From an optimization exercise on the open Yosys and OpenROAD flow, aimed at small area, a short achievable clock period and few clock cycles per item; shortcuts taken in it are not production practice.
No functional check of the RTL was part of any run shown here.

==> design.v <==
`default_nettype none
package dds_pkg;
	localparam int unsigned RAD_W  = 64;
	localparam int unsigned ROOT_W = 32;
	function automatic logic [8:0] isqrt8(input logic [7:0] v);
		logic [3:0] q;
		logic [4:0] r;
		logic [6:0] r4;
		logic [6:0] t;
		q = 4'd0;
		r = 5'd0;
		for (int i = 3; i >= 0; i--) begin
			r4 = {r, v[2*i+1 -: 2]};
			t  = r4 - {1'b0, q, 2'b01};
			if (!t[6] && ({1'b0, q, 2'b01} <= r4)) begin
				r = t[4:0];
				q = {q[2:0], 1'b1};
			end else begin
				r = r4[4:0];
				q = {q[2:0], 1'b0};
			end
		end
		isqrt8 = {r, q};
	endfunction
endpackage
`default_nettype wire
`default_nettype none
module dds_square (
	input  wire logic [30:0] rem,     
	input  wire logic [29:0] q,       
	input  wire logic [3:0]  bits,    
	output logic      [1:0]  digit,
	output logic      [30:0] rem_n    
);
	logic [35:0] r4;
	logic [35:0] t1;
	logic [35:0] t2;
	logic [35:0] t3;
	logic [35:0] a3;
	logic [35:0] b3;
	logic [35:0] s3;
	logic [35:0] c3;
	logic [36:0] t3w;
	assign r4 = {1'b0, rem, bits};
	assign t1 = r4 - {3'b000, q, 3'b001};
	assign t2 = r4 - {2'b00, q, 4'b0100};
	assign a3 = ~{2'b00, q, 4'b1000};
	assign b3 = ~{3'b000, q, 3'b001};
	assign s3 = r4 ^ a3 ^ b3;
	assign c3 = {(r4[34:0] & a3[34:0]) | (r4[34:0] & b3[34:0]) | (a3[34:0] & b3[34:0]), 1'b1};
	assign t3w = {s3, 1'b1} + {c3, 1'b1};
	assign t3 = t3w[36:1];
	always_comb begin
		if (!t3[35]) begin
			digit = 2'd3;
			rem_n = t3[30:0];
		end else if (!t2[35]) begin
			digit = 2'd2;
			rem_n = t2[30:0];
		end else if (!t1[35]) begin
			digit = 2'd1;
			rem_n = t1[30:0];
		end else begin
			digit = 2'd0;
			rem_n = r4[30:0];
		end
	end
endmodule
`default_nettype wire
`default_nettype none
import dds_pkg::*;
module decimal_digit_square_root (
	input  wire logic                    clk,
	input  wire logic                    arst_n,
	input  wire logic                    start,
	output logic                         busy,
	input  wire logic signed [dds_pkg::RAD_W-1:0] radicand,
	output logic                         done,
	output logic [dds_pkg::ROOT_W-1:0]   root,
	output logic                         negative_input
);
	logic        busy_q;
	logic        first_q;
	logic        done_q;
	logic        neg_q;
	logic [55:0] x_q;       
	logic [30:0] rem_q;     
	logic [31:0] q_q;       
	logic [3:0]  cnt_q;     
	logic [8:0]  lead;
	logic        hz;
	logic [8:0]  low;
	logic [1:0]  digit;
	logic [30:0] rem_n;
	assign lead = dds_pkg::isqrt8({1'b0, radicand[62:56]});
	assign hz  = (q_q[3:0] == 4'd0) && (x_q[55:32] == 24'd0);
	assign low = dds_pkg::isqrt8(x_q[31:24]);
	dds_square u_step (
		.rem   (rem_q),
		.q     (q_q[29:0]),
		.bits  (x_q[55:52]),
		.digit (digit),
		.rem_n (rem_n)
	);
	always_ff @(posedge clk or negedge arst_n) begin
		if (!arst_n) begin
			busy_q  <= 1'b0;
			first_q <= 1'b0;
			done_q  <= 1'b0;
		end else begin
			done_q  <= 1'b0;
			first_q <= 1'b0;
			if (!busy_q) begin
				if (start) begin
					if (radicand[63]) begin
						done_q <= 1'b1;
					end else begin
						busy_q  <= 1'b1;
						first_q <= 1'b1;
					end
				end
			end else if (!first_q && cnt_q == 4'd0) begin
				busy_q <= 1'b0;
				done_q <= 1'b1;
			end
		end
	end
	always_ff @(posedge clk) begin
		x_q[3:0] <= radicand[3:0];
		if (!busy_q) begin
			x_q[55:4] <= radicand[55:4];
			neg_q     <= radicand[63];
			rem_q     <= {26'd0, lead[8:4]};
			q_q       <= {28'd0, radicand[63] ? 4'd0 : lead[3:0]};
		end else if (first_q && hz) begin
			x_q[55:32] <= x_q[23:0];
			rem_q      <= {26'd0, low[8:4]};
			q_q        <= {28'd0, low[3:0]};
			cnt_q      <= 4'd5;
		end else begin
			x_q[55:4] <= x_q[51:0];
			rem_q     <= rem_n;
			q_q       <= {q_q[29:0], digit};
			cnt_q     <= first_q ? 4'd12 : cnt_q - 4'd1;
		end
	end
	assign busy           = busy_q;
	assign done           = done_q;
	assign root           = q_q;
	assign negative_input = neg_q;
endmodule
`default_nettype wire
==> flow/run.sh <==
#!/bin/bash
set -euo pipefail
bash standard.sh finish SETUP_SLACK_MARGIN=6.8 \
	"BUFFER_PORTS_ARGS=-buffer_cell sky130_fd_sc_hd__buf_1" > standard.log 2>&1
==> standard.sh <==
#!/bin/bash
# synth_recipe.tcl (not shown) runs the flow's synth.tcl, then flattens the netlist and writes it again
# the make line also repeats each setting of config.mk as NAME=value (left out here)
make -C /OpenROAD-flow-scripts/flow DESIGN_CONFIG=/design/flow/config.mk WORK_HOME=/design/flow/orfs CLKGATE_MAP_FILE= SYNTH_SCRIPT=/design/flow/synth_recipe.tcl "${@:-finish}"
==> config.mk <==
export PLATFORM = sky130hd
export DESIGN_NAME = decimal_digit_square_root
export DESIGN_NICKNAME = decimal_digit_square_root
export VERILOG_FILES = /design/flow/design.v
export SDC_FILE = /design/flow/constraint.sdc
export NUM_CORES = 4
export LEC_CHECK = 0
export CAP_MARGIN = 20
export CORE_MARGIN = 2
export CORE_UTILIZATION = 40
export CTS_BUF_LIST = sky130_fd_sc_hd__clkbuf_4 sky130_fd_sc_hd__clkbuf_8
export PLACE_DENSITY = 0.6
export SLEW_MARGIN = 20
==> constraint.sdc <==
create_clock -name core_clock -period 10.0 [get_ports {clk}]
set_input_delay 2.0000 -clock core_clock [delete_from_list [all_inputs] [get_ports {clk}]]
set_output_delay 2.0000 -clock core_clock [all_outputs]
set_load 0.01 [all_outputs]
==> impl_metrics.py, run 1 <==
metrics = {
    "outcome": {
        "status": "no timing/DRC/antenna violations",
    },
    "sta": {
        "number_of_max_slew_violations_in_the_final_report": 0,
        "max_clock_freq_ghz": 0.1869,
        "timing.clock.skew_ns": 0.02108,
        "hold_viol": 0,
        "timing_worst_slew_pin_value_ns": 0.7267,
        "fin_setup_tns_ns": 0,
        "relSlewSlack": 0.5155,
        "report.final.setup_viol": 0,
        "rsz_0062_raised_after_global_routing": "true",
        "minimum_clock_period_after_layout_ns": 5.350,
        "timing.final.crit_share": 0.5350,
    },
    "clock_network": {
        "clk_pin_slew_worst_paths_ns": 0.09,
        "htree_num_levels": 4,
        "numCtsBuffers": 17,
        "cts_sinks": 127,
        "post_cts_hold_buffer_count": 0,
        "tritoncts": "done",
        "clock_latency_reported_for_the_late_side_of_the_worst_skew_pair_ns": 0.48,
        "clock_tree.root_cell": "sky130_fd_sc_hd__clkbuf_8",
        "cts.path.max_buffers": 2,
    },
    "routing": {
        "drt_pre_antenna_iters": 5,
        "via_per_inst": 5.616,
        "detailedRoute.firstIterationViolations": 791,
        "antenna_violating_nets_post_route": 0,
        "post_drt_wl_per_cell_um": 18.59,
        "drc_errors": 0,
        "routed_wl_um": 35040,
        "vias": 10590,
    },
    "setup_path": {
        "timing_worst_setup_path_type": "in2reg",
        "cp_top_family": "compound AO/OA/AOI/OAI gates",
        "regToRegEndpoint": "rem_q[2]$_DFF_P_",
        "reg2regPathDepth": 21,
        "setup.worst_path.start_class": "input pin",
        "path_buf_inv": 5,
        "r2r_slack_ns": 4.92,
        "critical_path.cell_chain": "buf_12 > inv_8 > ha_4 > inv_4 > ha_4 > nor2b_4 > o21ai_2 > a22o_1 > inv_2 > ha_4 > nor2b_4 > o21ai_2 > a22oi_2 > or2_4 > nor2_2 > a21oi_2 > ha_4 > inv_1 > o41ai_4 > a2111o_1 > a22oi_4 > mux2_4 > o211ai_1 > a311o_1",
        "critPathRequiredTime_ns": 10.36,
        "critical_path_end_type": "flop",
        "most_repeated_library_cell_on_the_critical_path": "sky130_fd_sc_hd__ha_4",
        "worst_path_largest_cell_delay_ns": 0.48,
        "worstSetupPathDepth": 24,
        "crit_arrival_ns": 5.71,
        "worst_path_max_delay_cell": "sky130_fd_sc_hd__a2111o_1",
        "reg2reg_from": "x_q[29]$_DFFE_PP_",
        "critPathMaxFanout": 6,
    },
    "floorplan": {
        "horizontal_die_dimension_um": 171.6,
        "rows": 61,
        "core_area_um2": 27710,
        "die-height_um": 171.6,
        "die_area_um2": 29440,
        "initial_core_util": 0.4055,
        "design.portCount": 102,
    },
    "job": {
        "drv.max_cap_violation_count": 0,
    },
    "global_routing": {
        "globalRouteOverflowTotal": 0,
        "wire_length_of_the_first_global_routing_pass_um": 54630,
        "grt_antenna_before_repair": 0,
        "pin_count_of_the_biggest_net_entering_global_routing": 74,
        "first_global_vias": 10180,
        "gr-usage-all-layers": 0.2387,
    },
    "hold_path": {
        "launch_instance_of_the_worst_min_delay_path": "x_q[46]$_DFF_P_",
        "hold_path_depth": 2,
        "whs_endpoint": "x_q[50]$_DFF_P_",
        "min-delay-path-class": "reg2reg",
    },
    "layout": {
        "final_core_utilization": 0.5073,
        "nNetsFinal": 1712,
        "area_growth_pct": 25.10,
        "post_route_cells_drive_above_1_share": 0.1938,
        "antenna-diode-count": 0,
        "fill_cells": 2600,
    },
    "place": {
        "finalWeightedCongestion": 0.8758,
        "placement.io_buffers": 101,
        "dpl.hpwl_um": 23960,
    },
    "logic_synthesis": {
        "synth_top_area_frac": 0.1622,
        "synth_seq_cells": 127,
        "synthesis.nets": 1544,
        "library_cells_used_by_synthesis": 81,
        "synth_flop_cell": "sky130_fd_sc_hd__dfxtp_1",
        "synth-edff-count": 33,
        "synthCells": 1326,
        "synth.top_cells.by_area": "sky130_fd_sc_hd__dfxtp_1 (16%), sky130_fd_sc_hd__ha_1 (14%), sky130_fd_sc_hd__edfxtp_1 (8.8%), sky130_fd_sc_hd__a21oi_1 (6.9%), sky130_fd_sc_hd__fa_1 (5.2%)",
        "ys_seq_area_frac": 0.2570,
        "post_synthesis_area_per_instance_um2": 8.472,
        "ys_async_sr_fraction": 0.02362,
        "synthesis.area_um2": 11230,
        "yosys.cell_count.top_type": "sky130_fd_sc_hd__a21oi_1",
        "synthDominantAreaCellType": "sky130_fd_sc_hd__dfxtp_1",
        "ys.warnings.count": 2,
        "synth.cells.most_frequent": "sky130_fd_sc_hd__a21oi_1 (156), sky130_fd_sc_hd__nor2_1 (125), sky130_fd_sc_hd__ha_1 (122)",
    },
}
layer usage:
layer,GRT usage,wire (um)
met5,0,0
met4,0.07296,744
met3,0.03290,1582
met2,0.4000,16910
met1,0.3186,15800
cell type report:
cell class	count	area (um^2)	area share
multi-input cells	1073	8600	0.6119
clock buffers	17	234.0	0.01665
flip-flops and latches	127	2905	0.2067
clock inverters	15	137.6	0.009793
repair buffers	190	1359	0.09668
well taps	378	473.0	0.03365
inverters	85	346.6	0.02466
worst min-delay path: stages, from the launching register on:
cell and delay, ns:
sky130_fd_sc_hd__dfxtp_1 0.32, sky130_fd_sc_hd__a21oi_1 0.11, sky130_fd_sc_hd__a21oi_1 0.07
logic make-up after synthesis:
kind of cell,Yosys count,share of synthesized area
AO/OA/AOI/OAI,421,0.2388
AND/OR/NAND/NOR,366,0.1564
adder cells (fa/ha/maj),151,0.1875
flip-flops,127,0.2570
buffers and inverters,126,0.04388
XOR/XNOR,87,0.06783
multiplexers,48,0.04856
timing repair:
| action | 4_1_cts | 5_1_grt |
|---|---|---|
| resized for setup | 102 | 41 |
| hold endpoints to repair | 0 | 0 |
| setup buffers | 57 | 15 |
| endpoints found under the setup margin | 34 | 54 |
| cloned | 8 | 0 |
| pin swaps | 29 | 10 |
worst max-delay path by stage:
stage                       from                to  slack, ns
floorplan           radicand[61]  rem_q[2]$_DFF_P_       4.27
global placement    radicand[60]  rem_q[2]$_DFF_P_       3.50
detailed placement  radicand[60]  rem_q[2]$_DFF_P_       3.37
CTS                 radicand[60]  rem_q[2]$_DFF_P_       4.73
global route        radicand[62]  rem_q[2]$_DFF_P_       4.52
finish              radicand[60]  rem_q[2]$_DFF_P_       4.65
cell usage in the layout (no fill, tap or decap), types with 9 or more instances in the layout:
cell                       Yosys  routed
sky130_fd_sc_hd__a21o_1       38      38
sky130_fd_sc_hd__a21oi_1     156     148
sky130_fd_sc_hd__and3_1       13      13
sky130_fd_sc_hd__buf_1         1      97
sky130_fd_sc_hd__buf_4         1      67
sky130_fd_sc_hd__buf_6         2       9
sky130_fd_sc_hd__clkbuf_8      0      17
sky130_fd_sc_hd__dfxtp_1      91      84
sky130_fd_sc_hd__edfxtp_1     33      33
sky130_fd_sc_hd__fa_1         29      29
sky130_fd_sc_hd__ha_1        122     104
sky130_fd_sc_hd__ha_4          0      14
sky130_fd_sc_hd__inv_1        84      65
sky130_fd_sc_hd__inv_2         0      15
sky130_fd_sc_hd__mux2_2       32      31
sky130_fd_sc_hd__mux2i_1      14      14
sky130_fd_sc_hd__nand2_1      83      79
sky130_fd_sc_hd__nand2b_1     20      17
sky130_fd_sc_hd__nand3_1      23      21
sky130_fd_sc_hd__nand4_1      10      10
sky130_fd_sc_hd__nor2_1      125     118
sky130_fd_sc_hd__nor2b_1      16      14
sky130_fd_sc_hd__nor3_1       25      21
sky130_fd_sc_hd__nor4_1       15      11
sky130_fd_sc_hd__o211ai_1     14      14
sky130_fd_sc_hd__o21a_1       13      13
sky130_fd_sc_hd__o21ai_0      75      60
sky130_fd_sc_hd__o21ai_1       3      12
sky130_fd_sc_hd__o21bai_1     14      14
sky130_fd_sc_hd__xnor2_1      53      53
sky130_fd_sc_hd__xor2_1       34      33
registers in the layout, indices dropped and copies added (netlist names):
name	count
x_q	56
rem_q	31
done_q	1
first_q	1
q_q	32
neg_q	1
busy_q	1
cnt_q	4
through the flow:
step	instances	setup WS (ns)	hold WS [ns]	area, um^2
5_1_grt	1885	4.518	0.5664	14050
4_1_cts	1870	4.730	0.5331	13810
2_1_floorplan	1326	4.274	0.4900	11550
3_3_place_gp	1773	3.504	0.5135	12280
6_report	1885	4.650	0.5303	14050
3_5_place_dp	1773	3.366	0.5199	12280
==> run 2, diff against run 1 <==
==> flow/run.sh (replaced) <==
#!/bin/bash
set -euo pipefail
bash standard.sh finish SETUP_SLACK_MARGIN=7.5 > standard.log 2>&1
--- a/config.mk
+++ b/config.mk
@@ -8,6 +8,5 @@
 export CAP_MARGIN = 20
 export CORE_MARGIN = 2
 export CORE_UTILIZATION = 40
-export CTS_BUF_LIST = sky130_fd_sc_hd__clkbuf_4 sky130_fd_sc_hd__clkbuf_8
 export PLACE_DENSITY = 0.6
 export SLEW_MARGIN = 20
==> run 2 against run 1 <==
  * Clock-buffer cell count grew 1
  * Still clean
  * Register-to-register slack improved by 0.05 ns
  * Critical endpoint unchanged
==> impl_metrics.py, run 2 <==
metrics = {
    "logic_synthesis": {
        "synth_top_area_frac": 0.1622,
        "synth_seq_cells": 127,
        "synth.cells.most_frequent": "sky130_fd_sc_hd__a21oi_1 (156), sky130_fd_sc_hd__nor2_1 (125), sky130_fd_sc_hd__ha_1 (122)",
        "synthesis.area_um2": 11230,
        "ys_seq_area_frac": 0.2570,
        "yosys.cell_count.top_type": "sky130_fd_sc_hd__a21oi_1",
        "synth_flop_cell": "sky130_fd_sc_hd__dfxtp_1",
        "ys_async_sr_fraction": 0.02362,
        "synth-edff-count": 33,
        "synthDominantAreaCellType": "sky130_fd_sc_hd__dfxtp_1",
        "synthCells": 1326,
        "library_cells_used_by_synthesis": 81,
        "ys.warnings.count": 2,
        "synthesis.nets": 1544,
        "synth.top_cells.by_area": "sky130_fd_sc_hd__dfxtp_1 (16%), sky130_fd_sc_hd__ha_1 (14%), sky130_fd_sc_hd__edfxtp_1 (8.8%), sky130_fd_sc_hd__a21oi_1 (6.9%), sky130_fd_sc_hd__fa_1 (5.2%)",
        "post_synthesis_area_per_instance_um2": 8.472,
    },
    "clock_network": {
        "htree_num_levels": 4,
        "numCtsBuffers": 17,
        "clock_latency_reported_for_the_late_side_of_the_worst_skew_pair_ns": 0.43,
        "cts.path.max_buffers": 2,
        "cts_sinks": 127,
        "clk_pin_slew_worst_paths_ns": 0.07,
        "tritoncts": "done",
        "clock_tree.root_cell": "sky130_fd_sc_hd__clkbuf_16",
    },
    "setup_path": {
        "critical_path_end_type": "flop",
        "reg2regPathDepth": 20,
        "setup.worst_path.start_class": "input pin",
        "crit_arrival_ns": 5.87,
        "timing_worst_setup_path_type": "in2reg",
        "critPathRequiredTime_ns": 10.38,
        "critPathMaxFanout": 7,
    },
    "place": {
        "dp_slack_ns": 2.930,
        "finalWeightedCongestion": 0.8759,
        "dpl.hpwl_um": 24410,
        "placement.io_buffers": 101,
    },
    "sta": {
        "report.final.setup_viol": 0,
        "relSlewSlack": 0.4918,
        "final_worst_slack_ns": 4.503,
        "fin_setup_tns_ns": 0,
        "hold_viol": 0,
        "number_of_max_slew_violations_in_the_final_report": 0,
        "rsz_0062_raised_after_global_routing": "true",
        "max_clock_freq_ghz": 0.1819,
        "timing.clock.skew_ns": 0.01736,
        "minimum_clock_period_after_layout_ns": 5.497,
        "timing.final.crit_share": 0.5497,
        "timing_worst_slew_pin_value_ns": 0.7623,
    },
    "outcome": {
        "status": "no timing/DRC/antenna violations",
    },
    "global_routing": {
        "wire_length_of_the_first_global_routing_pass_um": 56290,
        "grt_antenna_before_repair": 0,
        "first_global_vias": 10470,
        "gr-usage-all-layers": 0.2449,
        "globalRouteOverflowTotal": 0,
        "pin_count_of_the_biggest_net_entering_global_routing": 72,
    },
    "floorplan": {
        "die-height_um": 171.6,
        "initial_core_util": 0.4055,
        "die_area_um2": 29440,
        "rows": 61,
        "core_area_um2": 27710,
        "design.portCount": 102,
        "horizontal_die_dimension_um": 171.6,
    },
    "routing": {
        "via_per_inst": 5.614,
        "top_layer_used": "met4",
        "antenna_violating_nets_post_route": 0,
        "vias": 10710,
        "drt_pre_antenna_iters": 5,
        "dr_wl_met3_um": 1722,
        "met1_length_um": 16200,
        "routed_wl_um": 36280,
        "post_drt_wl_per_cell_um": 19.01,
        "drc_errors": 0,
        "detailedRoute.firstIterationViolations": 697,
        "met2_length_um": 17510,
    },
    "layout": {
        "layout.cells.most_common_list": "sky130_fd_sc_hd__a21oi_1 (140), sky130_fd_sc_hd__nor2_1 (117), sky130_fd_sc_hd__ha_1 (100)",
        "area_growth_pct": 37.84,
        "antenna-diode-count": 0,
        "fill_cells": 2466,
        "multi_input_area_um2": 8860,
        "largest_reg_flops": 56,
        "mostFrequentLayoutCell": "sky130_fd_sc_hd__a21oi_1",
        "largest_registers": "x_q x56, q_q x32, rem_q x31",
        "regMostFlops": "x_q",
        "nNetsFinal": 1735,
        "sequential_cell_area_um2": 2948,
        "post_route_cells_drive_above_1_share": 0.2667,
    },
    "job": {
        "drv.max_cap_violation_count": 0,
    },
    "hold_path": {
        "min-delay-path-class": "reg2reg",
        "hold_path_depth": 2,
    },
}
## run 2: cell counts after synthesis
No cell type changed its count.
## run 2: per-layer routing
layer	global-route usage	vias up
met4	0.06485	0
li1	-	5224
met5	0	-
met2	0.4187	279
met3	0.03175	54
met1	0.3248	5154
## run 2: repair_timing
action                     in CTS  in global routing
resized for setup             338                 57
gates cloned                    9                  0
setup buffers                  66                 29
pin swaps                      48                 31
hold buffers                    0                  0
setup endpoints to repair     105                132
## run 2: worst paths after layout
kind                                    from  slack (ns)                to
max in group asynchronous             arst_n        8.08  busy_q$_DFF_PN0_
setup / recovery                radicand[60]        4.50  rem_q[2]$_DFF_P_
min in group asynchronous             arst_n        1.76  done_q$_DFF_PN0_
hold reg to reg              x_q[41]$_DFF_P_        0.53   x_q[45]$_DFF_P_
setup reg to reg           x_q[28]$_DFFE_PP_        4.97  rem_q[2]$_DFF_P_
hold / removal               x_q[41]$_DFF_P_        0.53   x_q[45]$_DFF_P_
## run 2: critical path, cell delays in order
cell and delay [ns]:
sky130_fd_sc_hd__buf_12 0.09, sky130_fd_sc_hd__inv_8 0.03, sky130_fd_sc_hd__ha_4 0.14, sky130_fd_sc_hd__inv_2 0.06, sky130_fd_sc_hd__ha_4 0.14, sky130_fd_sc_hd__nor2b_4 0.16
sky130_fd_sc_hd__o21ai_2 0.06, sky130_fd_sc_hd__a22o_1 0.23, sky130_fd_sc_hd__inv_2 0.09, sky130_fd_sc_hd__ha_4 0.20, sky130_fd_sc_hd__nor2b_4 0.12, sky130_fd_sc_hd__o21ai_2 0.07
sky130_fd_sc_hd__a22oi_2 0.11, sky130_fd_sc_hd__or2_4 0.33, sky130_fd_sc_hd__buf_6 0.13, sky130_fd_sc_hd__a21oi_4 0.19, sky130_fd_sc_hd__ha_4 0.25, sky130_fd_sc_hd__nand2_4 0.06
sky130_fd_sc_hd__o41ai_4 0.08, sky130_fd_sc_hd__a2111o_1 0.47, sky130_fd_sc_hd__a22oi_4 0.21, sky130_fd_sc_hd__mux2_4 0.31, sky130_fd_sc_hd__o211ai_1 0.17, sky130_fd_sc_hd__a311o_1 0.14
## run 2: kinds of logic (layout without fill, tap and decap cells)
| kind of cell | count (synthesis) | in the layout | synth area share |
|---|---|---|---|
| adders and majority gates | 151 | 151 | 0.1875 |
| buffers and inverters | 126 | 330 | 0.04388 |
| DFF | 127 | 127 | 0.2570 |
| xor gates and xnor gates | 87 | 87 | 0.06783 |
| muxes | 48 | 48 | 0.04856 |
| and+or+nand+nor | 366 | 366 | 0.1564 |
| AOI/OAI and AO/OA | 421 | 421 | 0.2388 |
## run 2: stage by stage
stage                     hold slack (ns)  instances  instance area [um^2]  utilization
after CTS                          0.5296       1879                 15030       0.5425
after global placement             0.5114       1772                 13030       0.4703
final                              0.5259       1908                 15490       0.5590
after floorplan                    0.4900       1326                 11740            -
after global routing               0.5581       1908                 15490       0.5590
after detailed placement           0.5113       1772                 13030       0.4703
## run 2: final cells by class
| class | count | area share |
|---|---|---|
| sequential | 127 | 0.1904 |
| clock buffer | 18 | 0.02771 |
| timing repair buffer | 213 | 0.1444 |
| multi-input combinational | 1073 | 0.5721 |
| inverter | 85 | 0.02327 |
| tap | 378 | 0.03054 |
| clock inverter | 14 | 0.01163 |
==> run 3, diff against run 2 <==
--- a/design.v
+++ b/design.v
@@ -2,26 +2,6 @@
 package dds_pkg;
 	localparam int unsigned RAD_W  = 64;
 	localparam int unsigned ROOT_W = 32;
-	function automatic logic [8:0] isqrt8(input logic [7:0] v);
-		logic [3:0] q;
-		logic [4:0] r;
-		logic [6:0] r4;
-		logic [6:0] t;
-		q = 4'd0;
-		r = 5'd0;
-		for (int i = 3; i >= 0; i--) begin
-			r4 = {r, v[2*i+1 -: 2]};
-			t  = r4 - {1'b0, q, 2'b01};
-			if (!t[6] && ({1'b0, q, 2'b01} <= r4)) begin
-				r = t[4:0];
-				q = {q[2:0], 1'b1};
-			end else begin
-				r = r4[4:0];
-				q = {q[2:0], 1'b0};
-			end
-		end
-		isqrt8 = {r, q};
-	endfunction
 endpackage
 `default_nettype wire
 `default_nettype none
@@ -68,7 +48,6 @@
 endmodule
 `default_nettype wire
 `default_nettype none
-import dds_pkg::*;
 module decimal_digit_square_root (
 	input  wire logic                    clk,
 	input  wire logic                    arst_n,
@@ -83,22 +62,29 @@
 	logic        first_q;
 	logic        done_q;
 	logic        neg_q;
-	logic [55:0] x_q;       
+	logic [63:0] x_q;       
 	logic [30:0] rem_q;     
 	logic [31:0] q_q;       
 	logic [3:0]  cnt_q;     
-	logic [8:0]  lead;
 	logic        hz;
-	logic [8:0]  low;
+	logic [3:0]  top4;
+	logic [1:0]  d0;
+	logic [2:0]  r0;
 	logic [1:0]  digit;
 	logic [30:0] rem_n;
-	assign lead = dds_pkg::isqrt8({1'b0, radicand[62:56]});
-	assign hz  = (q_q[3:0] == 4'd0) && (x_q[55:32] == 24'd0);
-	assign low = dds_pkg::isqrt8(x_q[31:24]);
+	assign hz   = ~|x_q[63:32];
+	assign top4 = hz ? x_q[31:28] : x_q[63:60];
+	always_comb begin
+		if (top4 >= 4'd9)      d0 = 2'd3;
+		else if (top4 >= 4'd4) d0 = 2'd2;
+		else if (top4 >= 4'd1) d0 = 2'd1;
+		else                   d0 = 2'd0;
+	end
+	assign r0 = 3'(top4 - 4'(d0 * d0));
 	dds_square u_step (
 		.rem   (rem_q),
 		.q     (q_q[29:0]),
-		.bits  (x_q[55:52]),
+		.bits  (x_q[63:60]),
 		.digit (digit),
 		.rem_n (rem_n)
 	);
@@ -128,20 +114,19 @@
 	always_ff @(posedge clk) begin
 		x_q[3:0] <= radicand[3:0];
 		if (!busy_q) begin
-			x_q[55:4] <= radicand[55:4];
+			x_q[63:4] <= radicand[63:4];
 			neg_q     <= radicand[63];
-			rem_q     <= {26'd0, lead[8:4]};
-			q_q       <= {28'd0, radicand[63] ? 4'd0 : lead[3:0]};
-		end else if (first_q && hz) begin
-			x_q[55:32] <= x_q[23:0];
-			rem_q      <= {26'd0, low[8:4]};
-			q_q        <= {28'd0, low[3:0]};
-			cnt_q      <= 4'd5;
+			q_q       <= '0;
+		end else if (first_q) begin
+			x_q[63:4] <= hz ? {x_q[27:0], 32'd0} : x_q[59:0];
+			rem_q     <= {28'd0, r0};
+			q_q       <= {30'd0, d0};
+			cnt_q     <= hz ? 4'd6 : 4'd14;
 		end else begin
-			x_q[55:4] <= x_q[51:0];
+			x_q[63:4] <= x_q[59:0];
 			rem_q     <= rem_n;
 			q_q       <= {q_q[29:0], digit};
-			cnt_q     <= first_q ? 4'd12 : cnt_q - 4'd1;
+			cnt_q     <= cnt_q - 4'd1;
 		end
 	end
 	assign busy           = busy_q;
==> run.sh (new file) <==
#!/bin/bash
# synth_recipe.tcl (not shown) runs the flow's synth.tcl, then flattens the netlist and writes it again
# the make line also repeats each setting of config.mk as NAME=value (left out here)
make -C /OpenROAD-flow-scripts/flow DESIGN_CONFIG=/design/flow/config.mk WORK_HOME=/design/flow/orfs CLKGATE_MAP_FILE= SYNTH_SCRIPT=/design/flow/synth_recipe.tcl finish
removed: flow/run.sh
removed: standard.sh
==> run 3 against run 2 <==
  * Critical path type is now reg2reg
  * Sequential share of layout area grew 5.0 points
  * Critical path depth shrank 12
  * Register-to-register slack better by 0.06 ns
  * Fmax grew 11%
  * First-iteration DRC count is 18% higher
  * Still clean on timing, DRC and antenna
  * Core utilization shrank 8.4 points
  * Largest cell class unchanged
  * Global-route usage up 0.26 points
==> impl_metrics.py, run 3 <==
metrics = {
    "setup_path": {
        "worst_path_max_delay_cell": "sky130_fd_sc_hd__nor3_4",
        "worst_path_largest_cell_delay_ns": 0.89,
        "timing.critical_path.to": "rem_q[10]$_SDFFCE_PP0P_",
        "reg2reg_from": "rem_q[24]$_SDFFCE_PP0P_",
        "cp_top_family": "compound AO/OA/AOI/OAI gates",
        "setup.worst_path.start_class": "flop",
        "critPathRequiredTime_ns": 10.15,
        "crit_arrival_ns": 5.12,
        "regToRegEndpoint": "rem_q[10]$_SDFFCE_PP0P_",
        "timing_worst_setup_path_type": "reg2reg",
        "path_buf_inv": 2,
        "critPathMaxFanout": 22,
        "most_repeated_library_cell_on_the_critical_path": "sky130_fd_sc_hd__a21o_1",
        "critical_path_end_type": "flop",
        "critical_path.cell_chain": "inv_1 > fa_1 > inv_1 > ha_1 > a21o_1 > a21o_1 > a21o_1 > a211oi_1 > o21ai_0 > nor3_4 > nand2_1 > o32ai_1",
        "crit_path_start": "rem_q[24]$_SDFFCE_PP0P_",
        "reg2regPathDepth": 12,
        "worstSetupPathDepth": 12,
        "r2r_slack_ns": 5.03,
    },
    "logic_synthesis": {
        "synthDominantAreaCellType": "sky130_fd_sc_hd__dfxtp_1",
        "synth-edff-count": 36,
        "ys_async_sr_fraction": 0.02222,
        "synth.cells.most_frequent": "sky130_fd_sc_hd__a21oi_1 (133), sky130_fd_sc_hd__nand2_1 (112), sky130_fd_sc_hd__ha_1 (101)",
        "ys_seq_area_frac": 0.2798,
        "synth_flop_cell": "sky130_fd_sc_hd__dfxtp_1",
        "ys.warnings.count": 2,
        "synth.top_cells.by_area": "sky130_fd_sc_hd__dfxtp_1 (17%), sky130_fd_sc_hd__ha_1 (11%), sky130_fd_sc_hd__edfxtp_1 (9.8%), sky130_fd_sc_hd__a21oi_1 (6.1%), sky130_fd_sc_hd__fa_1 (5.3%)",
        "synth_top_area_frac": 0.1747,
        "synthesis.area_um2": 11000,
        "library_cells_used_by_synthesis": 84,
        "yosys.cell_count.top_type": "sky130_fd_sc_hd__a21oi_1",
        "post_synthesis_area_per_instance_um2": 8.600,
        "synthesis.nets": 1476,
        "synth_seq_cells": 135,
        "synthCells": 1279,
    },
    "layout": {
        "nNetsFinal": 1544,
        "final_design_area_no_fill_um2": 12800,
        "antenna-diode-count": 0,
        "final_cell_count_no_fill": 1701,
        "layout.cells.most_common_list": "sky130_fd_sc_hd__a21oi_1 (133), sky130_fd_sc_hd__nand2_1 (112), sky130_fd_sc_hd__ha_1 (101), sky130_fd_sc_hd__clkdlybuf4s50_1 (101), sky130_fd_sc_hd__dfxtp_1 (96)",
        "fill_cells": 2608,
        "sequential_cell_area_um2": 3083,
        "area_growth_pct": 16.39,
        "mostFrequentLayoutCell": "sky130_fd_sc_hd__a21oi_1",
        "multi_input_area_um2": 7385,
        "largest_reg_flops": 64,
        "post_route_cells_drive_above_1_share": 0.05882,
        "largest_registers": "x_q x64, q_q x32, rem_q x31",
        "regMostFlops": "x_q",
    },
    "hold_path": {
        "launch_instance_of_the_worst_min_delay_path": "x_q[4]$_DFF_P_",
        "min-delay-path-class": "reg2reg",
    },
    "place": {
        "dp_slack_ns": 5.213,
        "place_area_um2": 12190,
        "dp_cells": 1669,
        "placement.io_buffers": 101,
        "dpl.hpwl_um": 26800,
        "finalWeightedCongestion": 0.9199,
    },
    "floorplan": {
        "rows": 60,
        "initial_core_util": 0.4081,
        "core_area_um2": 26950,
        "design.portCount": 102,
        "horizontal_die_dimension_um": 169.8,
        "die_area_um2": 28840,
        "die-height_um": 169.8,
    },
    "global_routing": {
        "globalRouteOverflowTotal": 0,
        "gr-usage-all-layers": 0.2475,
        "grt_antenna_before_repair": 0,
        "first_global_vias": 9793,
        "wire_length_of_the_first_global_routing_pass_um": 55760,
        "pin_count_of_the_biggest_net_entering_global_routing": 81,
    },
    "sta": {
        "number_of_max_slew_violations_in_the_final_report": 0,
        "worst_hold_slack_ns": 0.4561,
        "rsz_0062_raised_after_global_routing": "false",
        "report.final.setup_viol": 0,
        "hold_viol": 0,
        "final_worst_slack_ns": 5.032,
        "timing.clock.skew_ns": 0.01269,
        "max_clock_freq_ghz": 0.2013,
        "timing_worst_slew_pin_value_ns": 1.010,
        "minimum_clock_period_after_layout_ns": 4.968,
        "relSlewSlack": 0.3183,
        "timing.final.crit_share": 0.4968,
        "fin_setup_tns_ns": 0,
    },
    "routing": {
        "antenna_violating_nets_post_route": 0,
        "detailedRoute.firstIterationViolations": 820,
        "top_layer_used": "met4",
        "via_per_inst": 5.919,
        "drc_errors": 0,
        "met1_length_um": 16520,
        "routed_wl_um": 35170,
        "met2_length_um": 15470,
        "dr_wl_met3_um": 2274,
        "vias": 10070,
        "drt_pre_antenna_iters": 5,
        "post_drt_wl_per_cell_um": 20.67,
    },
    "clock_network": {
        "clock_tree.root_cell": "sky130_fd_sc_hd__clkbuf_16",
        "numCtsBuffers": 17,
        "cts_sinks": 135,
        "clk_pin_slew_worst_paths_ns": 0.07,
        "post_cts_hold_buffer_count": 0,
        "cts_setup_buffers": 0,
        "clock_latency_reported_for_the_late_side_of_the_worst_skew_pair_ns": 0.44,
        "htree_num_levels": 4,
        "cts-resized-gates": 0,
        "tritoncts": "done",
        "cts.path.max_buffers": 2,
    },
    "job": {
        "drv.max_cap_violation_count": 0,
    },
    "outcome": {
        "status": "no timing/DRC/antenna violations",
    },
}
## run 3: metrics by stage
step                utilization
floorplan                     -
global placement         0.4523
detailed placement       0.4523
CTS                      0.4750
global route             0.4750
finish                   0.4750
## run 3: how the worst min path moves through the flow
stage                 endpoint  slack [ns]  cells after the start
2_1_floorplan  x_q[30]$_DFF_P_        0.43                      2
3_3_place_gp    x_q[9]$_DFF_P_        0.44                      2
3_5_place_dp   x_q[24]$_DFF_P_        0.45                      2
4_1_cts        x_q[24]$_DFF_P_        0.46                      2
5_1_grt        x_q[14]$_DFF_P_        0.48                      2
6_report        x_q[8]$_DFF_P_        0.46                      2
## run 3: area by class of cell
type                            count  share of cell area
Inverter                           64             0.01876
Timing Repair Buffer              107             0.08249
Sequential cell                   135              0.2408
Clock inverter                     15             0.01456
Tap cell                          341             0.03333
Clock buffer                       17             0.03323
Multi-Input combinational cell   1022              0.5768
## run 3: cell families after synthesis
logic type	count (synthesis)	synth area share
adders and majority gates	130	0.1677
AOI/OAI and AO/OA	413	0.2526
DFF	135	0.2798
and+or+nand+nor	379	0.1676
xor gates and xnor gates	81	0.06450
buffers and inverters	122	0.04925
muxes	19	0.01854
## run 3: metal layers
layer / vias up / global-route usage
met4: 0 / 0.08250
li1: 4850 / -
met5: - / 0
met1: 4798 / 0.3522
met2: 367 / 0.3780
met3: 54 / 0.04512
## run 3: worst reg2reg max path: stages (launching register included)
cell and delay [ns]:
sky130_fd_sc_hd__edfxtp_1 0.43, sky130_fd_sc_hd__inv_1 0.11, sky130_fd_sc_hd__fa_1 0.49, sky130_fd_sc_hd__inv_1 0.04, sky130_fd_sc_hd__ha_1 0.37, sky130_fd_sc_hd__a21o_1 0.20, sky130_fd_sc_hd__a21o_1 0.18, sky130_fd_sc_hd__a21o_1 0.17
sky130_fd_sc_hd__a211oi_1 0.22, sky130_fd_sc_hd__o21ai_0 0.25, sky130_fd_sc_hd__nor3_4 0.89, sky130_fd_sc_hd__nand2_1 0.56, sky130_fd_sc_hd__o32ai_1 0.76
==> run 4, diff against run 3 <==
--- a/config.mk
+++ b/config.mk
@@ -9,4 +9,5 @@
 export CORE_MARGIN = 2
 export CORE_UTILIZATION = 40
 export PLACE_DENSITY = 0.6
+export SETUP_SLACK_MARGIN = 5
 export SLEW_MARGIN = 20
==> run 4 against run 3 <==
  * Core utilization barely moved
  * Via count barely moved
  * Sequential share of layout area barely moved
  * Fmax rose by 3.3%
  * First-iteration DRC count rose by 2.1%
  * Critical path depth did not move
  * Clock-buffer cell count did not move
  * Routed wire length rose by 0.52%
  * Highest routed layer unchanged
  * Critical endpoint unchanged
  * Die area did not move
  * Non-clock buffer count did not move
==> impl_metrics.py, run 4 <==
metrics = {
    "floorplan": {
        "horizontal_die_dimension_um": 169.8,
        "die-height_um": 169.8,
        "initial_core_util": 0.4081,
        "die_area_um2": 28840,
        "rows": 60,
        "core_area_um2": 26950,
        "design.portCount": 102,
    },
    "sta": {
        "fin_setup_tns_ns": 0,
        "report.final.setup_viol": 0,
        "minimum_clock_period_after_layout_ns": 4.811,
        "rsz_0062_raised_after_global_routing": "false",
        "timing.clock.skew_ns": 0.01272,
        "final_worst_slack_ns": 5.189,
        "hold_viol": 0,
        "timing_worst_slew_pin_value_ns": 0.9390,
        "timing.final.crit_share": 0.4811,
        "number_of_max_slew_violations_in_the_final_report": 0,
        "relSlewSlack": 0.3661,
        "max_clock_freq_ghz": 0.2078,
    },
    "layout": {
        "final_cell_count_no_fill": 1702,
        "largest_registers": "x_q x64, q_q x32, rem_q x31",
        "layout.cells.most_common_list": "sky130_fd_sc_hd__a21oi_1 (133), sky130_fd_sc_hd__nand2_1 (112), sky130_fd_sc_hd__ha_1 (101), sky130_fd_sc_hd__clkdlybuf4s50_1 (101), sky130_fd_sc_hd__dfxtp_1 (96)",
        "largest_reg_flops": 64,
        "nNetsFinal": 1545,
        "final_core_utilization": 0.4754,
        "post_route_cells_drive_above_1_share": 0.05952,
        "antenna-diode-count": 0,
        "mostFrequentLayoutCell": "sky130_fd_sc_hd__a21oi_1",
        "area_growth_pct": 16.48,
        "regMostFlops": "x_q",
    },
    "hold_path": {
        "min-delay-path-class": "reg2reg",
        "launch_instance_of_the_worst_min_delay_path": "x_q[13]$_DFF_P_",
    },
    "setup_path": {
        "reg2reg_from": "rem_q[24]$_SDFFCE_PP0P_",
        "worst_path_max_delay_cell": "sky130_fd_sc_hd__o32ai_1",
        "path_buf_inv": 2,
        "worst_path_largest_cell_delay_ns": 0.77,
        "most_repeated_library_cell_on_the_critical_path": "sky130_fd_sc_hd__a21o_1",
        "setup.worst_path.start_class": "flop",
        "critPathMaxFanout": 11,
        "critical_path.cell_chain": "inv_1 > fa_1 > inv_1 > ha_1 > a21o_1 > a21o_1 > a21o_1 > a211oi_1 > o21ai_0 > nor3_4 > nand2_1 > o32ai_1",
        "critPathRequiredTime_ns": 10.15,
        "crit_path_start": "rem_q[24]$_SDFFCE_PP0P_",
        "critical_path_end_type": "flop",
        "crit_arrival_ns": 4.96,
        "cp_top_family": "compound AO/OA/AOI/OAI gates",
        "timing_worst_setup_path_type": "reg2reg",
    },
    "global_routing": {
        "globalRouteOverflowTotal": 0,
        "gr-usage-all-layers": 0.2475,
        "first_global_vias": 9793,
        "pin_count_of_the_biggest_net_entering_global_routing": 81,
        "grt_antenna_before_repair": 0,
        "wire_length_of_the_first_global_routing_pass_um": 55760,
    },
    "logic_synthesis": {
        "synthDominantAreaCellType": "sky130_fd_sc_hd__dfxtp_1",
        "library_cells_used_by_synthesis": 84,
        "synthCells": 1279,
        "ys_seq_area_frac": 0.2798,
        "synth_top_area_frac": 0.1747,
        "synth.top_cells.by_area": "sky130_fd_sc_hd__dfxtp_1 (17%), sky130_fd_sc_hd__ha_1 (11%), sky130_fd_sc_hd__edfxtp_1 (9.8%), sky130_fd_sc_hd__a21oi_1 (6.1%), sky130_fd_sc_hd__fa_1 (5.3%)",
        "synth_seq_cells": 135,
        "synth-edff-count": 36,
        "ys.warnings.count": 2,
        "post_synthesis_area_per_instance_um2": 8.600,
        "synthesis.nets": 1476,
        "synth.cells.most_frequent": "sky130_fd_sc_hd__a21oi_1 (133), sky130_fd_sc_hd__nand2_1 (112), sky130_fd_sc_hd__ha_1 (101)",
        "synthesis.area_um2": 11000,
        "yosys.cell_count.top_type": "sky130_fd_sc_hd__a21oi_1",
        "synth_flop_cell": "sky130_fd_sc_hd__dfxtp_1",
        "ys_async_sr_fraction": 0.02222,
    },
    "clock_network": {
        "clock_latency_reported_for_the_late_side_of_the_worst_skew_pair_ns": 0.44,
        "clock_tree.root_cell": "sky130_fd_sc_hd__clkbuf_16",
        "htree_num_levels": 4,
        "cts_setup_buffers": 0,
        "cts_sinks": 135,
        "numCtsBuffers": 17,
        "clk_pin_slew_worst_paths_ns": 0.08,
        "tritoncts": "done",
        "cts.path.max_buffers": 2,
        "post_cts_hold_buffer_count": 0,
    },
    "place": {
        "dp_slack_ns": 5.213,
        "finalWeightedCongestion": 0.9199,
        "dpl.hpwl_um": 26800,
        "placement.io_buffers": 101,
        "dp_cells": 1669,
    },
    "routing": {
        "post_drt_wl_per_cell_um": 20.77,
        "drt_pre_antenna_iters": 5,
        "vias": 10060,
        "via_per_inst": 5.910,
        "antenna_violating_nets_post_route": 0,
        "routed_wl_um": 35350,
        "drc_errors": 0,
        "detailedRoute.firstIterationViolations": 837,
    },
    "job": {
        "drv.max_cap_violation_count": 0,
    },
    "outcome": {
        "status": "no timing/DRC/antenna violations",
    },
}
==> run 4: cell counts after synthesis <==
No cell type changed its count.
==> run 4: per-stage QoR <==
step                instance area [um^2]  hold slack [ns]
finish                             12810           0.4546
global route                       12810           0.4788
CTS                                12800           0.4599
detailed placement                 12190           0.4505
global placement                   12190           0.4430
floorplan                          11000           0.4298
==> run 4: worst reg2reg max path, stage by stage (launching register included) <==
cell and delay [ns]:
sky130_fd_sc_hd__edfxtp_1 0.43, sky130_fd_sc_hd__inv_1 0.11, sky130_fd_sc_hd__fa_1 0.49, sky130_fd_sc_hd__inv_1 0.04
sky130_fd_sc_hd__ha_1 0.37, sky130_fd_sc_hd__a21o_1 0.20, sky130_fd_sc_hd__a21o_1 0.18, sky130_fd_sc_hd__a21o_1 0.17
sky130_fd_sc_hd__a211oi_1 0.22, sky130_fd_sc_hd__o21ai_0 0.36, sky130_fd_sc_hd__nor3_4 0.69, sky130_fd_sc_hd__nand2_1 0.49
sky130_fd_sc_hd__o32ai_1 0.77
==> run 4: timing repair <==
action	in CTS	in global routing
gates resized for setup	0	0
hold endpoints to repair	0	0
setup endpoints to repair	0	1
==> run 4: kinds of logic (layout without fill, tap and decap cells) <==
family | after synthesis | count (layout) | synth area share
AND/OR/NAND/NOR | 379 | 380 | 0.1676
buffers and inverters | 122 | 203 | 0.04925
flip-flops | 135 | 135 | 0.2798
multiplexers | 19 | 19 | 0.01854
adder cells (fa/ha/maj) | 130 | 130 | 0.1677
AO/OA/AOI/OAI | 413 | 413 | 0.2526
XOR/XNOR | 81 | 81 | 0.06450
==> run 4: final cells by class <==
cell class,count,area (um^2)
clock buffer,17,425.4
clock inverter,15,186.4
fill,2607,14140
inverter,64,240.2
multi-input combinational,1023,7395
sequential,135,3083
tap,341,426.7
timing repair buffer,107,1056
==> run 4: worst paths after layout <==
kind,endpoint,slack (ns),depth (start not counted)
max in group asynchronous,busy_q$_DFF_PN0_,8.10,1
min in group asynchronous,done_q$_DFF_PN0_,1.74,1
max reg2reg,rem_q[10]$_SDFFCE_PP0P_,5.19,12
min reg2reg,x_q[17]$_DFF_P_,0.45,2
max,rem_q[10]$_SDFFCE_PP0P_,5.19,12
min,x_q[17]$_DFF_P_,0.45,2
==> run 4: metal layers <==
| metal | routed length [um] | global-route usage |
|---|---|---|
| met1 | 16470 | 0.3522 |
| met5 | 0 | 0 |
| met4 | 902 | 0.08250 |
| met2 | 15630 | 0.3780 |
| met3 | 2352 | 0.04512 |
==> run 5, diff against run 4 <==
--- a/config.mk
+++ b/config.mk
@@ -5,6 +5,7 @@
 export SDC_FILE = /design/flow/constraint.sdc
 export NUM_CORES = 4
 export LEC_CHECK = 0
+export ABC_CLOCK_PERIOD_IN_PS = 3000
 export CAP_MARGIN = 20
 export CORE_MARGIN = 2
 export CORE_UTILIZATION = 40
==> run 5 against run 4 <==
  * Non-clock buffer count did not move
  * Clock skew did not move
  * Sequential share of layout area did not move
  * Via count did not move
  * Flip-flop and latch count did not move
  * Setup slack did not move
  * Highest routed layer unchanged
==> impl_metrics.py, run 5 <==
metrics = {
    "sta": {
        "minimum_clock_period_after_layout_ns": 4.811,
        "number_of_max_slew_violations_in_the_final_report": 0,
        "rsz_0062_raised_after_global_routing": "false",
        "relSlewSlack": 0.3661,
        "worst_hold_slack_ns": 0.4546,
        "max_clock_freq_ghz": 0.2078,
        "fin_setup_tns_ns": 0,
        "report.final.setup_viol": 0,
        "hold_viol": 0,
        "timing_worst_slew_pin_value_ns": 0.9390,
        "timing.clock.skew_ns": 0.01272,
        "timing.final.crit_share": 0.4811,
    },
    "floorplan": {
        "die_area_um2": 28840,
        "core_area_um2": 26950,
        "die-height_um": 169.8,
        "rows": 60,
        "design.portCount": 102,
        "initial_core_util": 0.4081,
        "horizontal_die_dimension_um": 169.8,
    },
    "layout": {
        "nNetsFinal": 1545,
        "regMostFlops": "x_q",
        "post_route_cells_drive_above_1_share": 0.05952,
        "largest_registers": "x_q x64, q_q x32, rem_q x31",
        "largest_reg_flops": 64,
        "sequential_cell_area_um2": 3083,
        "antenna-diode-count": 0,
        "mostFrequentLayoutCell": "sky130_fd_sc_hd__a21oi_1",
        "area_growth_pct": 16.48,
        "fill_cells": 2607,
        "layout.cells.most_common_list": "sky130_fd_sc_hd__a21oi_1 (133), sky130_fd_sc_hd__nand2_1 (112), sky130_fd_sc_hd__ha_1 (101), sky130_fd_sc_hd__clkdlybuf4s50_1 (101), sky130_fd_sc_hd__dfxtp_1 (96)",
        "multi_input_area_um2": 7395,
    },
    "logic_synthesis": {
        "synth-edff-count": 36,
        "post_synthesis_area_per_instance_um2": 8.600,
        "library_cells_used_by_synthesis": 84,
        "synthesis.nets": 1476,
        "synth.top_cells.by_area": "sky130_fd_sc_hd__dfxtp_1 (17%), sky130_fd_sc_hd__ha_1 (11%), sky130_fd_sc_hd__edfxtp_1 (9.8%), sky130_fd_sc_hd__a21oi_1 (6.1%), sky130_fd_sc_hd__fa_1 (5.3%)",
        "synthesis.area_um2": 11000,
        "synthCells": 1279,
        "ys_async_sr_fraction": 0.02222,
        "yosys.cell_count.top_type": "sky130_fd_sc_hd__a21oi_1",
        "synth_seq_cells": 135,
        "ys.warnings.count": 2,
        "ys_seq_area_frac": 0.2798,
        "synthDominantAreaCellType": "sky130_fd_sc_hd__dfxtp_1",
        "synth.cells.most_frequent": "sky130_fd_sc_hd__a21oi_1 (133), sky130_fd_sc_hd__nand2_1 (112), sky130_fd_sc_hd__ha_1 (101)",
        "synth_flop_cell": "sky130_fd_sc_hd__dfxtp_1",
        "synth_top_area_frac": 0.1747,
    },
    "hold_path": {
        "launch_instance_of_the_worst_min_delay_path": "x_q[13]$_DFF_P_",
        "whs_endpoint": "x_q[17]$_DFF_P_",
        "min-delay-path-class": "reg2reg",
        "hold_path_depth": 2,
    },
    "setup_path": {
        "r2r_slack_ns": 5.19,
        "reg2regPathDepth": 12,
        "regToRegEndpoint": "rem_q[10]$_SDFFCE_PP0P_",
        "timing_worst_setup_path_type": "reg2reg",
        "critPathRequiredTime_ns": 10.15,
        "setup.worst_path.start_class": "flop",
        "critPathMaxFanout": 11,
        "critical_path_end_type": "flop",
        "crit_arrival_ns": 4.96,
        "reg2reg_from": "rem_q[24]$_SDFFCE_PP0P_",
    },
    "clock_network": {
        "tritoncts": "done",
        "cts_setup_buffers": 0,
        "cts_sinks": 135,
        "htree_num_levels": 4,
        "cts.path.max_buffers": 2,
        "clk_pin_slew_worst_paths_ns": 0.08,
        "clock_tree.root_cell": "sky130_fd_sc_hd__clkbuf_16",
        "numCtsBuffers": 17,
        "clock_latency_reported_for_the_late_side_of_the_worst_skew_pair_ns": 0.44,
    },
    "global_routing": {
        "wire_length_of_the_first_global_routing_pass_um": 55760,
        "grt_antenna_before_repair": 0,
        "globalRouteOverflowTotal": 0,
        "first_global_vias": 9793,
        "gr-usage-all-layers": 0.2475,
        "pin_count_of_the_biggest_net_entering_global_routing": 81,
    },
    "place": {
        "placement.io_buffers": 101,
        "finalWeightedCongestion": 0.9199,
        "dpl.hpwl_um": 26800,
    },
    "routing": {
        "via_per_inst": 5.910,
        "post_drt_wl_per_cell_um": 20.77,
        "detailedRoute.firstIterationViolations": 837,
        "routed_wl_um": 35350,
        "antenna_violating_nets_post_route": 0,
        "drc_errors": 0,
        "vias": 10060,
        "drt_pre_antenna_iters": 5,
    },
    "job": {
        "drv.max_cap_violation_count": 0,
    },
    "outcome": {
        "status": "no timing/DRC/antenna violations",
    },
}
run 5: cell families after synthesis:
logic type | Yosys count | synth area share
buf+inv | 122 | 0.04925
simple gates | 379 | 0.1676
fa+ha+maj | 130 | 0.1677
compound gates | 413 | 0.2526
xor+xnor | 81 | 0.06450
mux | 19 | 0.01854
flops | 135 | 0.2798
run 5: worst max path at each step:
stage,from,endpoint,cells after the start
6_report,rem_q[24]$_SDFFCE_PP0P_,rem_q[10]$_SDFFCE_PP0P_,12
5_1_grt,rem_q[24]$_SDFFCE_PP0P_,rem_q[10]$_SDFFCE_PP0P_,12
4_1_cts,q_q[2]$_SDFF_PP0_,rem_q[10]$_SDFFCE_PP0P_,11
3_5_place_dp,q_q[2]$_SDFF_PP0_,rem_q[10]$_SDFFCE_PP0P_,11
3_3_place_gp,q_q[2]$_SDFF_PP0_,rem_q[10]$_SDFFCE_PP0P_,11
2_1_floorplan,q_q[1]$_SDFF_PN0_,rem_q[25]$_SDFFCE_PP0P_,13
run 5: repair_timing:
action	4_1_cts	5_1_grt
endpoints found under the setup margin	0	1
hold buffers	0	0
gates resized for setup	0	0
run 5: final cells by class:
type,instances,area share
Tap cell,341,0.03330
Sequential cell,135,0.2406
Timing Repair Buffer,107,0.08242
Inverter,64,0.01875
Clock inverter,15,0.01455
Clock buffer,17,0.03320
Multi-Input combinational cell,1023,0.5771
run 5: metrics by stage:
step                instance area [um^2]    util  worst slack (ns)  std cells
finish                             12810  0.4754             5.189       1702
global route                       12810  0.4754             5.028       1702
CTS                                12800  0.4750             5.166       1701
detailed placement                 12190  0.4523             5.213       1669
global placement                   12190  0.4523             5.171       1669
floorplan                          11000       -             6.555       1279
run 5: metal layers:
metal | share of wire | up-vias | global-route usage
li1 | - | 4855 | -
met1 | 0.47 | 4749 | 0.3522
met2 | 0.44 | 399 | 0.3780
met3 | 0.067 | 56 | 0.04512
met4 | 0.026 | 0 | 0.08250
met5 | 0 | - | 0
run 5: critical path, cell delays in order, from the launching register on:
cell	delay, ns
sky130_fd_sc_hd__edfxtp_1	0.43
sky130_fd_sc_hd__inv_1	0.11
sky130_fd_sc_hd__fa_1	0.49
sky130_fd_sc_hd__inv_1	0.04
sky130_fd_sc_hd__ha_1	0.37
sky130_fd_sc_hd__a21o_1	0.20
sky130_fd_sc_hd__a21o_1	0.18
sky130_fd_sc_hd__a21o_1	0.17
sky130_fd_sc_hd__a211oi_1	0.22
sky130_fd_sc_hd__o21ai_0	0.36
sky130_fd_sc_hd__nor3_4	0.69
sky130_fd_sc_hd__nand2_1	0.48
sky130_fd_sc_hd__o32ai_1	0.77
==> run 6, diff against run 5 <==
--- a/design.v
+++ b/design.v
@@ -62,29 +62,40 @@
 	logic        first_q;
 	logic        done_q;
 	logic        neg_q;
-	logic [63:0] x_q;       
+	logic [59:0] x_q;       
 	logic [30:0] rem_q;     
 	logic [31:0] q_q;       
 	logic [3:0]  cnt_q;     
+	logic [2:0]  in3;
+	logic [1:0]  din;
+	logic [1:0]  rin;
 	logic        hz;
-	logic [3:0]  top4;
-	logic [1:0]  d0;
-	logic [2:0]  r0;
+	logic [3:0]  lo4;
+	logic [1:0]  dlo;
+	logic [2:0]  rlo;
 	logic [1:0]  digit;
 	logic [30:0] rem_n;
-	assign hz   = ~|x_q[63:32];
-	assign top4 = hz ? x_q[31:28] : x_q[63:60];
+	assign in3 = radicand[62:60];
 	always_comb begin
-		if (top4 >= 4'd9)      d0 = 2'd3;
-		else if (top4 >= 4'd4) d0 = 2'd2;
-		else if (top4 >= 4'd1) d0 = 2'd1;
-		else                   d0 = 2'd0;
+		if (radicand[63])      din = 2'd0;
+		else if (in3[2])       din = 2'd2;
+		else if (in3 != 3'd0)  din = 2'd1;
+		else                   din = 2'd0;
 	end
-	assign r0 = 3'(top4 - 4'(d0 * d0));
+	assign rin = 2'(in3 - 3'(din * din));
+	assign hz  = (q_q[1:0] == 2'd0) && (x_q[59:32] == 28'd0);
+	assign lo4 = x_q[31:28];
+	always_comb begin
+		if (lo4 >= 4'd9)      dlo = 2'd3;
+		else if (lo4 >= 4'd4) dlo = 2'd2;
+		else if (lo4 >= 4'd1) dlo = 2'd1;
+		else                  dlo = 2'd0;
+	end
+	assign rlo = 3'(lo4 - 4'(dlo * dlo));
 	dds_square u_step (
 		.rem   (rem_q),
 		.q     (q_q[29:0]),
-		.bits  (x_q[63:60]),
+		.bits  (x_q[59:56]),
 		.digit (digit),
 		.rem_n (rem_n)
 	);
@@ -114,19 +125,20 @@
 	always_ff @(posedge clk) begin
 		x_q[3:0] <= radicand[3:0];
 		if (!busy_q) begin
-			x_q[63:4] <= radicand[63:4];
+			x_q[59:4] <= radicand[59:4];
 			neg_q     <= radicand[63];
-			q_q       <= '0;
-		end else if (first_q) begin
-			x_q[63:4] <= hz ? {x_q[27:0], 32'd0} : x_q[59:0];
-			rem_q     <= {28'd0, r0};
-			q_q       <= {30'd0, d0};
-			cnt_q     <= hz ? 4'd6 : 4'd14;
+			rem_q     <= {29'd0, rin};
+			q_q       <= {30'd0, din};
+		end else if (first_q && hz) begin
+			x_q[59:32] <= x_q[27:0];
+			rem_q      <= {28'd0, rlo};
+			q_q        <= {30'd0, dlo};
+			cnt_q      <= 4'd6;
 		end else begin
-			x_q[63:4] <= x_q[59:0];
+			x_q[59:4] <= x_q[55:0];
 			rem_q     <= rem_n;
 			q_q       <= {q_q[29:0], digit};
-			cnt_q     <= cnt_q - 4'd1;
+			cnt_q     <= first_q ? 4'd13 : cnt_q - 4'd1;
 		end
 	end
 	assign busy           = busy_q;
==> flow/run.sh (new file) <==
#!/bin/bash
set -euo pipefail
bash standard.sh finish SETUP_SLACK_MARGIN=7.5 > standard.log 2>&1
==> standard.sh (new file) <==
#!/bin/bash
# synth_recipe.tcl (not shown) runs the flow's synth.tcl, then flattens the netlist and writes it again
# the make line also repeats each setting of config.mk as NAME=value (left out here)
make -C /OpenROAD-flow-scripts/flow DESIGN_CONFIG=/design/flow/config.mk WORK_HOME=/design/flow/orfs CLKGATE_MAP_FILE= SYNTH_SCRIPT=/design/flow/synth_recipe.tcl "${@:-finish}"
--- a/config.mk
+++ b/config.mk
@@ -5,10 +5,8 @@
 export SDC_FILE = /design/flow/constraint.sdc
 export NUM_CORES = 4
 export LEC_CHECK = 0
-export ABC_CLOCK_PERIOD_IN_PS = 3000
 export CAP_MARGIN = 20
 export CORE_MARGIN = 2
 export CORE_UTILIZATION = 40
 export PLACE_DENSITY = 0.6
-export SETUP_SLACK_MARGIN = 5
 export SLEW_MARGIN = 20
removed: run.sh
==> run 6 against run 5 <==
  * Critical path depth unchanged
  * Routed wire length decreased by 14%
  * Area after synthesis decreased by 5.7%
  * Via count decreased by 6.9%
  * Design area increased by 5.2%
  * Critical path type unchanged
  * First-iteration DRC count decreased by 35%
  * Sequential share of layout area decreased by 1.5 points
  * Synthesized cell count decreased by 6.3%
  * Non-clock buffer count increased by 36
  * Setup slack improved by 1.5 ns
==> impl_metrics.py, run 6 <==
metrics = {
    "sta": {
        "relSlewSlack": 0.3384,
        "number_of_max_slew_violations_in_the_final_report": 0,
        "minimum_clock_period_after_layout_ns": 3.332,
        "fin_setup_tns_ns": 0,
        "max_clock_freq_ghz": 0.3001,
        "timing.final.crit_share": 0.3332,
        "timing.clock.skew_ns": 0.01917,
        "report.final.setup_viol": 0,
        "hold_viol": 0,
        "rsz_0062_raised_after_global_routing": "true",
    },
    "floorplan": {
        "design.portCount": 102,
        "initial_core_util": 0.4097,
        "die-height_um": 165.1,
        "horizontal_die_dimension_um": 165.1,
        "rows": 58,
        "die_area_um2": 27250,
    },
    "logic_synthesis": {
        "synth-edff-count": 33,
        "ys.warnings.count": 2,
        "synth_flop_cell": "sky130_fd_sc_hd__dfxtp_1",
        "synthDominantAreaCellType": "sky130_fd_sc_hd__dfxtp_1",
        "synth_compound_area_frac": 0.2319,
        "synthesis.area_um2": 10380,
        "library_cells_used_by_synthesis": 77,
        "synth.cells.most_frequent": "sky130_fd_sc_hd__a21oi_1 (134), sky130_fd_sc_hd__nor2_1 (134), sky130_fd_sc_hd__ha_1 (106)",
        "synthesis.nets": 1400,
        "share_of_synthesized_cell_area_in_full_adder_half_adder_and_majority_cells": 0.1837,
        "synth-simple-area-share": 0.1371,
        "dominant_combinational_cell_family_by_area_after_synthesis": "compound AO/OA/AOI/OAI gates",
        "synthCells": 1198,
    },
    "clock_network": {
        "clock_latency_reported_for_the_late_side_of_the_worst_skew_pair_ns": 0.44,
        "tritoncts": "done",
        "numCtsBuffers": 17,
        "cts_sinks": 131,
        "clock_tree.root_cell": "sky130_fd_sc_hd__clkbuf_16",
        "htree_num_levels": 4,
        "clk_pin_slew_worst_paths_ns": 0.07,
    },
    "layout": {
        "largest_reg_flops": 60,
        "area_growth_pct": 29.92,
        "final_core_utilization": 0.5324,
        "layout.cells.most_common_list": "sky130_fd_sc_hd__nor2_1 (130), sky130_fd_sc_hd__a21oi_1 (125), sky130_fd_sc_hd__ha_1 (81)",
        "mostFrequentLayoutCell": "sky130_fd_sc_hd__nor2_1",
        "post_route_cells_drive_above_1_share": 0.2337,
        "fill_cells": 2328,
        "nNetsFinal": 1524,
        "largest_registers": "x_q x60, q_q x32, rem_q x31",
        "antenna-diode-count": 0,
    },
    "routing": {
        "via_per_inst": 5.622,
        "routed_wl_um": 30410,
        "post_drt_wl_per_cell_um": 18.26,
        "detailedRoute.firstIterationViolations": 540,
        "drc_errors": 0,
        "drt_pre_antenna_iters": 5,
        "vias": 9360,
        "antenna_violating_nets_post_route": 0,
    },
    "setup_path": {
        "critical_path_end_type": "flop",
        "timing_worst_setup_path_type": "reg2reg",
        "critPathRequiredTime_ns": 10.31,
        "setup.worst_path.start_class": "flop",
    },
    "global_routing": {
        "first_global_vias": 9099,
        "gr-usage-all-layers": 0.2257,
        "globalRouteOverflowTotal": 0,
        "wire_length_of_the_first_global_routing_pass_um": 47750,
        "grt_antenna_before_repair": 0,
    },
    "job": {
        "drv.max_cap_violation_count": 0,
    },
    "outcome": {
        "status": "no timing/DRC/antenna violations",
    },
    "place": {
        "placement.io_buffers": 101,
        "finalWeightedCongestion": 0.8888,
    },
    "hold_path": {
        "min-delay-path-class": "reg2reg",
    },
}
==> run 6: per-layer routing <==
| layer | share of wire | global-route usage |
|---|---|---|
| met1 | 0.46 | 0.2991 |
| met2 | 0.48 | 0.3758 |
| met3 | 0.041 | 0.03921 |
| met4 | 0.021 | 0.06838 |
| met5 | 0 | 0 |
==> run 6: worst paths after layout <==
check / from / endpoint / slack (ns) / cells after the start
setup / recovery: q_q[0]$_DFF_P_ / rem_q[17]$_SDFF_PP0_ / 6.67 / 12
hold / removal: q_q[16]$_SDFF_PP0_ / q_q[18]$_SDFF_PP0_ / 0.51 / 2
setup reg to reg: q_q[0]$_DFF_P_ / rem_q[17]$_SDFF_PP0_ / 6.67 / 12
hold reg to reg: q_q[16]$_SDFF_PP0_ / q_q[18]$_SDFF_PP0_ / 0.51 / 2
max in group asynchronous: arst_n / busy_q$_DFF_PN0_ / 8.10 / 1
min in group asynchronous: arst_n / busy_q$_DFF_PN0_ / 1.74 / 1
==> run 6: through the flow <==
stage	hold slack (ns)	cells	setup WS (ns)	area (um^2)
4_1_cts	0.5223	1655	6.638	13050
3_5_place_dp	0.5122	1596	6.076	11920
3_3_place_gp	0.5083	1596	6.109	11920
5_1_grt	0.5383	1665	6.534	13480
6_report	0.5065	1665	6.668	13480
2_1_floorplan	0.4900	1198	6.757	10670
==> run 6: cell families (layout without fill, tap and decap cells) <==
family          Yosys count  count (layout)
compound gates          374             374
simple gates            315             315
fa+ha+maj               135             135
flops                   131             131
buf+inv                 117             254
xor+xnor                 83              83
mux                      43              43
==> run 6: worst max-delay path: stages, from the launching register on <==
cell	delay, ns
sky130_fd_sc_hd__dfxtp_4	0.37
sky130_fd_sc_hd__inv_4	0.05
sky130_fd_sc_hd__fa_1	0.57
sky130_fd_sc_hd__ha_4	0.23
sky130_fd_sc_hd__a2111oi_4	0.42
sky130_fd_sc_hd__nor3_2	0.10
sky130_fd_sc_hd__or4b_4	0.52
sky130_fd_sc_hd__o211ai_4	0.11
sky130_fd_sc_hd__a21oi_2	0.09
sky130_fd_sc_hd__or3_4	0.33
sky130_fd_sc_hd__a21oi_2	0.15
sky130_fd_sc_hd__xor2_1	0.16
sky130_fd_sc_hd__o21ai_1	0.10
==> run 6: final cells by class <==
| cell class | instances | area (um^2) | area share |
|---|---|---|---|
| Clock buffer | 17 | 425.4 | 0.03155 |
| Clock inverter | 15 | 177.7 | 0.01318 |
| Inverter | 79 | 329.1 | 0.02441 |
| Multi-Input combinational cell | 950 | 7634 | 0.5662 |
| Sequential cell | 131 | 3035 | 0.2251 |
| Tap cell | 330 | 412.9 | 0.03062 |
| Timing Repair Buffer | 143 | 1469 | 0.1089 |
==> run 6: what timing repair did <==
item | CTS | global route
pin swaps | 35 | 43
setup endpoints to repair | 100 | 106
gates resized for setup | 254 | 80
setup buffers | 25 | 10
gates cloned | 2 | 0

[afterwards: timing with drivers on the ports]
How much do the figures lean on ideal ports? The routed layouts below were timed once more, with nothing changed but the port constraints. Step 1, drivers: a clkbuf_16 drives clk and a buf_2 each remaining input, both assumed. Step 2 adds t to the input delays and takes it off the output delays; t is the mean of the earliest and latest rising clock arrival at the registers after step 1. Input paths then give back, and output paths get back, about the clock's delay inside the block. Slacks: ideal ports / drivers / drivers and shift; pairs: ideal ports / drivers.
| run | t (ns) | slack for setup (ns) | clock arrival spread, ns | cell pins on the clock port's net |
|---|---|---|---|---|
| run 1 | 0.518 | 4.650 / 4.638 / 4.121 | 0.021 / 0.021 | 1 |
| run 2 | 0.474 | 4.503 / 4.491 / 4.017 | 0.018 / 0.017 | 1 |
| run 3 | 0.484 | 5.032 / 5.032 / 5.032 | 0.013 / 0.013 | 1 |
| run 4 | 0.484 | 5.189 / 5.189 / 5.189 | 0.014 / 0.014 | 1 |
| run 5 | 0.484 | 5.189 / 5.189 / 5.189 | 0.014 / 0.014 | 1 |
| run 6 | 0.479 | 6.668 / 6.668 / 6.374 | 0.019 / 0.020 | 1 |
After both steps setup and hold are still met in every run listed. For run 1, which loses most, drivers alone change the setup slack by -0.012 ns; drivers and shift together by -0.529 ns.
